Background: an optimization exercise with open tools, aiming at small area and few clock cycles per item. Do not read the settings as production practice.
Where RTL was checked, it was by simulation tests only, not by an equivalence proof against the original.

## alpha
## poly_horner_pipe
module poly_horner_pipe #(
  parameter int DATA_W   = 18,
  parameter int FRAC_W   = 12,
  parameter int DEGREE   = 4,
  parameter bit SATURATE = 1'b1,
  parameter logic [DATA_W*(DEGREE+1)-1:0] COEF_INIT =
    {18'h3f4ab, 18'h1ec5, 18'h3df43, 18'h1cc8, 18'h82}
) (
  input  logic                          clk,
  input  logic                          async_n,
  input  logic                          in_valid,
  output logic                          in_ready,
  input  logic [DATA_W-1:0]             x_in,
  input  logic                          coef_we,
  input  logic [$clog2(DEGREE+1)-1:0]   coef_addr,
  input  logic [DATA_W-1:0]             coef_wdata,
  input  logic                          coef_swap,
  output logic                          busy,
  output logic                          out_valid,
  input  logic                          out_ready,
  output logic [DATA_W-1:0]             y_out,
  output logic                          ovf_out
);
clock: 10.0 ns
lec_check: 0
cap_margin: 20
core_margin: 2
core_utilization: 65
cts_buf_list: sky130_fd_sc_hd__clkbuf_8 sky130_fd_sc_hd__clkbuf_16
cts_cluster_diameter: 60
cts_cluster_size: 20
slew_margin: 20
synth_hierarchical: 1
synth_minimum_keep_size: 0
run.sh (not shown) runs the stock make flow with config.mk's settings and CLKGATE_MAP_FILE= SYNTH_SCRIPT=/design/flow/synth_recipe.tcl, a recipe that flattens the netlist after the stock synthesis.
alpha went all the way through the flow, and no timing, DRC or antenna check failed.
#### Input delta (beta over alpha)
--- a/flow/config.mk
+++ b/flow/config.mk
@@ -11,3 +11,3 @@
-export CTS_BUF_LIST = sky130_fd_sc_hd__clkbuf_8 sky130_fd_sc_hd__clkbuf_16
-export CTS_CLUSTER_DIAMETER = 60
-export CTS_CLUSTER_SIZE = 20
+export CTS_BUF_LIST = sky130_fd_sc_hd__clkbuf_16
+export CTS_CLUSTER_DIAMETER = 100
+export CTS_CLUSTER_SIZE = 30
### Flow results
beta and alpha ended up with roughly the same fmax.
Between alpha and beta, ratio of cells with drive above 1 in the final layout is lower for beta, alpha comes in above that.
The global routing met2 resource utilization reported for beta is smaller than that of alpha by 0.38 points.
Final core area utilization for beta: 0.33 points down relative to alpha
Final worst hold slack, alpha and beta, lower one = alpha.
No run of this note included a check of the RTL's function; only the layout flow was run.

---

Another version of the RTL of poly_horner_pipe (not shown whole).
Size: roughly 67 I/O pins, about 42000 µm² of cells after synthesis.
==> flow/config.mk <==
export PLATFORM = sky130hd
export DESIGN_NAME = poly_horner_pipe
export DESIGN_NICKNAME = poly_horner_pipe
export VERILOG_FILES = /design/flow/design.v
export SDC_FILE = /design/flow/constraint.sdc
export NUM_CORES = 4
export LEC_CHECK = 0
export CAP_MARGIN = 20
export CORE_MARGIN = 2
export CORE_UTILIZATION = 65
export CTS_BUF_LIST = sky130_fd_sc_hd__clkbuf_8
export CTS_CLUSTER_DIAMETER = 50
export CTS_CLUSTER_SIZE = 14
export SLEW_MARGIN = 20
export SYNTH_HIERARCHICAL = 1
export SYNTH_MINIMUM_KEEP_SIZE = 0
==> flow/constraint.sdc <==
create_clock -name core_clock -period 10.0 [get_ports {clk}]
set_input_delay 2.0000 -clock core_clock [delete_from_list [all_inputs] [get_ports {clk}]]
set_output_delay 2.0000 -clock core_clock [all_outputs]
set_load 0.01 [all_outputs]
Testbench counts at the start, summed over its fixed seeds: cycles 16,032, items 16,000.
Rerun with:
CORE_UTILIZATION = 60   (was 65)
CTS_CLUSTER_DIAMETER = unset   (was 50)
CTS_CLUSTER_SIZE = 30   (was 14)
Outcome: The changed run finished clean; register-to-register slack gains 70 ps; design area rose by 0.86%; critical path depth falls by 1; wire length grows by 0.48%; worst setup slack gets better by 74 ps; synthesized cell count is unchanged; area after synthesis is unchanged; hold slack got worse by 3.0 ps; cell count went up by 2.3%.
Rerun with:
CORE_UTILIZATION = 65   (was 60)
CTS_BUF_LIST = sky130_fd_sc_hd__clkbuf_4   (was sky130_fd_sc_hd__clkbuf_8)
CTS_CLUSTER_DIAMETER = 40   (was unset)
CTS_CLUSTER_SIZE = 8   (was 30)
=>
- clock-buffer cell count climbs by 18
- worst setup slack loses 160 ps
- hold slack is about the same
- cell area fell by about 0.6%
- maximum frequency fell by about 1.7%
- cell count shrinks by about 1.5%
- wire length is about the same
- synthesized area stays the same
- clock skew climbs by 33 ps

---

Starting RTL as in the previous note.
clock: 10.0 ns
lec_check: 0
cap_margin: 5
core_margin: 2
core_utilization: 65
gpl_timing_driven: 0
slew_margin: 5
synth_hierarchical: 1
synth_minimum_keep_size: 0
The baseline completed with no timing, DRC or antenna violations.
Testbench counts at the start, summed over its fixed seeds: cycles 16,032, items 16,000.
Edit:
CAP_MARGIN = 20   (was 5)
CORE_UTILIZATION = 40   (was 65)
GPL_TIMING_DRIVEN = not set   (was 0)
SLEW_MARGIN = 20   (was 5)
=> The new run finished clean; sequential share of layout area came out higher by 0.14 points; hold slack stays flat; first-iteration DRC count came out lower slightly.

separate check: timing with driven ports:
In the flow no input, the clock included, has a driving cell. The finished layouts below were timed again as built, in two steps. Step 1: set_driving_cell puts a clkbuf_16 on clk and a buf_2 on each other input, an assumption about the parent block. Step 2 also shifts input and output timing later by t, the mid clock arrival at the registers, as if the neighbouring blocks saw the same clock. Slacks: ideal / step 1 / step 2; pairs: ideal / step 1.
run | t, ns | setup slack, ns | hold slack, ns | worst setup path at the end
alpha | 0.631 | 0.392 / 0.392 / 0.392 | 0.439 / 0.439 / 0.439 | register to register
beta | 0.618 | 0.384 / 0.384 / 0.384 | 0.443 / 0.443 / 0.443 | register to register
the first run of note 2 | 0.676 | 0.467 / 0.467 / 0.467 | 0.438 / 0.438 / 0.438 | register to register
the second run of note 2 | 0.704 | 0.541 / 0.541 / 0.541 | 0.435 / 0.435 / 0.435 | register to register
the third run of note 2 | 0.881 | 0.378 / 0.378 / 0.378 | 0.437 / 0.437 / 0.437 | register to register
the first run of note 3 | 0.613 | 0.374 / 0.374 / 0.374 | 0.436 / 0.436 / 0.436 | register to register
the second run of note 3 | 0.633 | 0.594 / 0.594 / 0.594 | 0.436 / 0.436 / 0.436 | register to register
After both steps setup and hold are still met in every run listed.
